Background: an optimization exercise with open tools, aiming at small area and a short achievable clock period. Do not read the settings as production practice. Where RTL was checked, it was by simulation tests only, not by an equivalence proof against the original. Power figures rest on the tool's default switching activity, not on a simulated workload.

==> flow/design.v <==
`default_nettype none
package trace_monitor_pkg;
    typedef enum logic [3:0] {
        TRIG_START_EN   = 4'h0,
        TRIG_END_EN     = 4'h1,
        TRIG_START_ADDR = 4'h2,
        TRIG_END_ADDR   = 4'h3,
        RANGE_LO_EN     = 4'h4,
        RANGE_HI_EN     = 4'h5,
        RANGE_LO        = 4'h6,
        RANGE_HI        = 4'h7
    } ctrl_addr_t;
    localparam int INSTR_WIDTH = 32;
    localparam logic [INSTR_WIDTH-1:0] WFI_INSTRUCTION = 32'h1050_0073;
endpackage
`default_nettype wire
`timescale 1ns/1ns
`default_nettype none
module trace_monitor #(
    parameter int XLEN          = 32,
    parameter int DELTA_WIDTH   = 16,
    parameter int WFI_HOLD      = 8,
    parameter int FIFO_DEPTH    = 8,
    parameter bit WRITE_ON_EDGE = 1'b1
) (
    input  wire logic clk,
    input  wire logic rst_n,
    input  wire logic [XLEN-1:0] pc,
    input  wire logic [31:0] instr,
    input  wire logic en,
    input  wire logic [3:0] ctrl_addr,
    input  wire logic [XLEN-1:0] ctrl_wdata,
    input  wire logic ctrl_write_enable,
    input  wire logic m_tready,
    output logic      m_tvalid,
    output logic [32+DELTA_WIDTH+XLEN-1:0] m_tdata,
    output logic      m_tlast,
    output logic      overflow
);
    localparam int REC_W   = 32 + DELTA_WIDTH + XLEN;
    localparam int MEM_N   = FIFO_DEPTH - 1;           
    localparam int WCNT_W  = $clog2(WFI_HOLD + 1);
    localparam logic [31:0] WFI = trace_monitor_pkg::WFI_INSTRUCTION;
    function automatic logic [1:0] ucmp(input logic [XLEN-1:0] a, input logic [XLEN-1:0] b);
        logic [XLEN-1:0] g, l;
        g = a & ~b;
        l = ~a & b;
        for (int s = 1; s < XLEN; s = s * 2) begin
            for (int i = 0; i + s < XLEN; i = i + 2 * s) begin
                g[i] = g[i+s] | (~l[i+s] & g[i]);
                l[i] = l[i+s] | (~g[i+s] & l[i]);
            end
        end
        ucmp = {g[0], l[0]};
    endfunction
    logic            we_q;
    logic            wr;
    logic            start_en, end_en, lo_en, hi_en;
    logic [XLEN-1:0] start_addr, end_addr, lo_bound, hi_bound;
    logic            start_en_n, end_en_n, lo_en_n, hi_en_n;
    logic [XLEN-1:0] start_addr_n, end_addr_n, lo_bound_n, hi_bound_n;
    logic            wr_lo, wr_hi;
    assign wr    = WRITE_ON_EDGE ? (ctrl_write_enable & ~we_q) : ctrl_write_enable;
    assign wr_lo = wr && (ctrl_addr == trace_monitor_pkg::RANGE_LO);
    assign wr_hi = wr && (ctrl_addr == trace_monitor_pkg::RANGE_HI);
    always_comb begin
        start_en_n   = start_en;
        end_en_n     = end_en;
        start_addr_n = start_addr;
        end_addr_n   = end_addr;
        lo_en_n      = lo_en;
        hi_en_n      = hi_en;
        lo_bound_n   = lo_bound;
        hi_bound_n   = hi_bound;
        if (!rst_n) begin
            start_en_n   = 1'b0;
            end_en_n     = 1'b0;
            start_addr_n = '0;
            end_addr_n   = '1;
            lo_en_n      = 1'b0;
            hi_en_n      = 1'b0;
            lo_bound_n   = '0;
            hi_bound_n   = '1;
        end else if (wr) begin
            case (ctrl_addr)
                trace_monitor_pkg::TRIG_START_EN:   start_en_n   = ctrl_wdata[0];
                trace_monitor_pkg::TRIG_END_EN:     end_en_n     = ctrl_wdata[0];
                trace_monitor_pkg::TRIG_START_ADDR: start_addr_n = ctrl_wdata;
                trace_monitor_pkg::TRIG_END_ADDR:   end_addr_n   = ctrl_wdata;
                trace_monitor_pkg::RANGE_LO_EN:     lo_en_n      = ctrl_wdata[0];
                trace_monitor_pkg::RANGE_HI_EN:     hi_en_n      = ctrl_wdata[0];
                trace_monitor_pkg::RANGE_LO:        lo_bound_n   = ctrl_wdata;
                trace_monitor_pkg::RANGE_HI:        hi_bound_n   = ctrl_wdata;
                default: ;
            endcase
        end
    end
    always_ff @(posedge clk) begin
        we_q       <= rst_n & ctrl_write_enable;
        start_en   <= start_en_n;
        end_en     <= end_en_n;
        start_addr <= start_addr_n;
        end_addr   <= end_addr_n;
        lo_en      <= lo_en_n;
        hi_en      <= hi_en_n;
        lo_bound   <= lo_bound_n;
        hi_bound   <= hi_bound_n;
    end
    logic [XLEN-1:0] pc_s0;
    logic [31:0]     instr_s0;
    logic            s0_ok;
    logic            hist_ok_n;           
    logic            hist_is_wfi, hist_is_wfi_n;
    assign hist_ok_n     = rst_n && s0_ok;
    assign hist_is_wfi_n = hist_ok_n && (instr_s0 == WFI);
    always_ff @(posedge clk) begin
        pc_s0       <= pc;
        instr_s0    <= instr;
        s0_ok       <= rst_n;
        hist_is_wfi <= hist_is_wfi_n;
    end
    logic [WCNT_W-1:0] wfi_cnt, wfi_cnt_n;
    always_comb begin
        if (!rst_n || !hist_is_wfi)  wfi_cnt_n = '0;
        else if (wfi_cnt < WFI_HOLD) wfi_cnt_n = wfi_cnt + 1'b1;
        else                         wfi_cnt_n = wfi_cnt;
    end
    always_ff @(posedge clk) wfi_cnt <= wfi_cnt_n;
    logic started, ended, started_n, ended_n;
    always_comb begin
        started_n = started;
        ended_n   = ended;
        if (start_en && (pc == start_addr)) begin
            started_n = 1'b1;
            ended_n   = 1'b0;
        end
        if (end_en && (pc == end_addr)) begin
            ended_n   = 1'b1;
            started_n = 1'b0;
        end
        if (!rst_n) begin
            started_n = 1'b0;
            ended_n   = 1'b0;
        end
    end
    always_ff @(posedge clk) begin
        started <= started_n;
        ended   <= ended_n;
    end
    logic [1:0] cmp_lo, cmp_hi, cmp_wd;
    logic       retire_n, trig_n, lo_ok_n, hi_ok_n, write_ok;
    assign cmp_lo = ucmp(pc_s0, lo_bound);
    assign cmp_hi = ucmp(pc_s0, hi_bound);
    assign cmp_wd = ucmp(pc_s0, ctrl_wdata);
    assign retire_n = hist_ok_n && (pc_s0 != '0)
                      && ((pc != pc_s0) || (wfi_cnt_n == WCNT_W'(WFI_HOLD - 1)));
    assign trig_n   = (!start_en_n || started_n) && (!end_en_n || !ended_n);
    assign lo_ok_n  = !lo_en_n || !(wr_lo ? cmp_wd[0] : cmp_lo[0]);
    assign hi_ok_n  = !hi_en_n || !(wr_hi ? cmp_wd[1] : cmp_hi[1]);
    always_ff @(posedge clk) begin
        write_ok <= retire_n && (wfi_cnt_n != WCNT_W'(WFI_HOLD)) && trig_n
                    && lo_ok_n && hi_ok_n;
    end
    logic record_write;
    assign record_write = en && write_ok;
    logic [DELTA_WIDTH-1:0] cycles, cycles_n, cycles_inc, carry;
    assign carry[0] = 1'b1;
    for (genvar i = 1; i < DELTA_WIDTH; i++) begin : g_carry
        assign carry[i] = &cycles[i-1:0];
    end
    assign cycles_inc = cycles ^ carry;
    always_comb begin
        if (!rst_n)              cycles_n = '0;
        else if (record_write)   cycles_n = {{(DELTA_WIDTH-1){1'b0}}, 1'b1};
        else if (cycles != '1)   cycles_n = cycles_inc;
        else                     cycles_n = cycles;
    end
    always_ff @(posedge clk) cycles <= cycles_n;
    logic [REC_W-1:0]  head_q;
    logic              valid_q, tlast_q, ovf_q;
    logic [MEM_N-1:0][REC_W-1:0] slot_d;    
    logic [MEM_N-1:0][DELTA_WIDTH-1:0] slot_t;
    logic [MEM_N-1:0]  slot_l;
    logic [MEM_N-1:0]  wr_oh, rd_oh, wr_oh_n, rd_oh_n;
    logic [MEM_N-1:0]  mtherm, mtherm_n;   
    logic              mnz, mfull;
    logic              head_free, to_mem, from_mem;
    logic [REC_W-1:0]  next_data;
    logic              next_last;
    assign mnz       = mtherm[0];
    assign mfull     = mtherm[MEM_N-1];
    assign head_free = !valid_q || m_tready;
    assign from_mem  = head_free && mnz;
    assign to_mem    = record_write && !mfull && (mnz || !head_free);
    always_comb begin
        wr_oh_n  = wr_oh;
        rd_oh_n  = rd_oh;
        mtherm_n = mtherm;
        if (to_mem)   wr_oh_n = {wr_oh[MEM_N-2:0], wr_oh[MEM_N-1]};
        if (from_mem) rd_oh_n = {rd_oh[MEM_N-2:0], rd_oh[MEM_N-1]};
        if (to_mem) begin
            if (!from_mem) mtherm_n = {mtherm[MEM_N-2:0], 1'b1};
        end else begin
            if (from_mem)  mtherm_n = {1'b0, mtherm[MEM_N-1:1]};
        end
        if (!rst_n) begin
            wr_oh_n  = MEM_N'(1);
            rd_oh_n  = MEM_N'(1);
            mtherm_n = '0;
        end
    end
    logic [MEM_N-1:0] slot_we;
    always_comb begin
        for (int i = 0; i < MEM_N; i++) begin
            if (to_mem)
                slot_we[i] = wr_oh[(i + MEM_N - 1) % MEM_N]
                             && (!mtherm[MEM_N-2] || from_mem);
            else
                slot_we[i] = wr_oh[i] && (!mtherm[MEM_N-1] || from_mem);
        end
    end
    always_ff @(posedge clk) begin
        for (int i = 0; i < MEM_N; i++) begin
            if (slot_we[i]) begin
                slot_d[i] <= {instr_s0, {DELTA_WIDTH{1'b0}}, pc_s0};
                slot_l[i] <= hist_is_wfi_n;
            end
        end
    end
    always_ff @(posedge clk) begin
        for (int i = 0; i < MEM_N; i++) begin
            if (wr_oh[i] && !mfull) slot_t[i] <= cycles;
        end
    end
    always_comb begin
        next_data = '0;
        next_last = 1'b0;
        next_data[XLEN +: DELTA_WIDTH] = mnz ? '0 : cycles;
        for (int i = 0; i < MEM_N; i++) begin
            next_data[XLEN-1:0]            |= {XLEN{rd_oh[i]}} & slot_d[i][XLEN-1:0];
            next_data[REC_W-1:XLEN+DELTA_WIDTH] |= {32{rd_oh[i]}} & slot_d[i][REC_W-1:XLEN+DELTA_WIDTH];
            next_data[XLEN +: DELTA_WIDTH] |= {DELTA_WIDTH{rd_oh[i] && mnz}} & slot_t[i];
            next_last = next_last | (rd_oh[i] && slot_l[i]);
        end
    end
    always_ff @(posedge clk) begin
        if (head_free) head_q <= next_data;
    end
    always_ff @(posedge clk) begin
        wr_oh  <= wr_oh_n;
        rd_oh  <= rd_oh_n;
        mtherm <= mtherm_n;
        if (!rst_n) begin
            valid_q <= 1'b0;
            tlast_q <= 1'b0;
            ovf_q   <= 1'b0;
        end else begin
            valid_q <= (valid_q && !m_tready) || mnz || record_write;
            if (head_free) tlast_q <= next_last && (mnz || record_write);
            if (record_write && mfull) ovf_q <= 1'b1;
        end
    end
    assign m_tvalid = valid_q;
    assign m_tdata  = head_q;
    assign m_tlast  = tlast_q;
    assign overflow = ovf_q;
endmodule
`default_nettype wire
export LEC_CHECK = 0
export CAP_MARGIN = 20
export CORE_MARGIN = 2
export CORE_UTILIZATION = 65
export CTS_CLUSTER_DIAMETER = 100
export CTS_CLUSTER_SIZE = 30
export PLACE_DENSITY = 0.75
export SETUP_SLACK_MARGIN = 2.75
export SLEW_MARGIN = 20
export TNS_END_PERCENT = 100
create_clock -name core_clock -period 5.0 [get_ports {clk}]
standard.sh (not shown) runs the stock make flow with config.mk's settings and CLKGATE_MAP_FILE= SYNTH_SCRIPT=/design/flow/synth_recipe.tcl, a recipe that flattens the netlist after the stock synthesis.
==> flow/flow/run.sh <==
#!/bin/bash
# Layout flow: the standard ORFS flow (standard.sh, which also runs the
# standard synthesis unchanged), with one change: the port buffers that
# buffer_ports inserts are plain buf_1 cells instead of the delay buffer it
# picks by default. The timing repair steps may still resize them.
set -euo pipefail
export BUFFER_PORTS_ARGS="-buffer_cell sky130_fd_sc_hd__buf_1"
bash standard.sh > standard.log 2>&1
Then changed:
--- a/flow/design.v
+++ b/flow/design.v
@@ -179,6 +179,5 @@
     logic [REC_W-1:0]  head_q;
     logic              valid_q, tlast_q, ovf_q;
-    logic [MEM_N-1:0][REC_W-1:0] slot_d;    
-    logic [MEM_N-1:0][DELTA_WIDTH-1:0] slot_t;
+    logic [MEM_N-1:0][REC_W-1:0] slot_d;
     logic [MEM_N-1:0]  slot_l;
     logic [MEM_N-1:0]  wr_oh, rd_oh, wr_oh_n, rd_oh_n;
@@ -210,35 +209,17 @@
         end
     end
-    logic [MEM_N-1:0] slot_we;
-    always_comb begin
+    always_ff @(posedge clk) begin
         for (int i = 0; i < MEM_N; i++) begin
-            if (to_mem)
-                slot_we[i] = wr_oh[(i + MEM_N - 1) % MEM_N]
-                             && (!mtherm[MEM_N-2] || from_mem);
-            else
-                slot_we[i] = wr_oh[i] && (!mtherm[MEM_N-1] || from_mem);
-        end
-    end
-    always_ff @(posedge clk) begin
-        for (int i = 0; i < MEM_N; i++) begin
-            if (slot_we[i]) begin
-                slot_d[i] <= {instr_s0, {DELTA_WIDTH{1'b0}}, pc_s0};
+            if (wr_oh_n[i] && !mtherm_n[MEM_N-1]) begin
+                slot_d[i] <= {instr_s0, cycles_n, pc_s0};
                 slot_l[i] <= hist_is_wfi_n;
             end
         end
     end
-    always_ff @(posedge clk) begin
-        for (int i = 0; i < MEM_N; i++) begin
-            if (wr_oh[i] && !mfull) slot_t[i] <= cycles;
-        end
-    end
     always_comb begin
         next_data = '0;
         next_last = 1'b0;
-        next_data[XLEN +: DELTA_WIDTH] = mnz ? '0 : cycles;
         for (int i = 0; i < MEM_N; i++) begin
-            next_data[XLEN-1:0]            |= {XLEN{rd_oh[i]}} & slot_d[i][XLEN-1:0];
-            next_data[REC_W-1:XLEN+DELTA_WIDTH] |= {32{rd_oh[i]}} & slot_d[i][REC_W-1:XLEN+DELTA_WIDTH];
-            next_data[XLEN +: DELTA_WIDTH] |= {DELTA_WIDTH{rd_oh[i] && mnz}} & slot_t[i];
+            next_data = next_data | ({REC_W{rd_oh[i]}} & slot_d[i]);
             next_last = next_last | (rd_oh[i] && slot_l[i]);
         end
The new run produced a clean layout.
Non-clock buffer count increases by 36.
Combinational power climbs by about 2%.
Register-to-register slack improved by 60 ps.
Flip-flop and latch count stays the same.
Worst setup slack improved by 61 ps.
Fmax grows by 2.5%.
Cell count barely changes.
Routed wire length climbs by 2.5%.
The RTL of the first run of this note was laid out without a check of its function.

port drivers added, routing unchanged:
The results above use ideal ports. As a check the final layouts listed here were re-extracted and re-timed, cells and wires unchanged. Step 1: set_driving_cell puts a clkbuf_16 on clk and a buf_2 on each other input, an assumption about the parent block. Step 2 moves the port delays by t, midway between the first and last clock arrival at a register: inputs arrive t later, outputs are due t later. That takes back most of the time a late clock gives input paths. Three values: no drivers, after step 1, after step 2; two values: the first two.
run	t, ns	setup WS [ns]	worst setup path after step 2	latest minus earliest clock arrival (ns)	pins driven straight from the clock port
the first run	0.665	2.527 / 2.557 / 1.891	input to register	0.037 / 0.037	1
the second run	0.655	2.588 / 2.621 / 1.967	input to register	0.026 / 0.025	1
After both steps every run listed still meets setup and hold. For the first run, which loses most, drivers alone change the setup slack by +0.030 ns; drivers and shift together by -0.636 ns.
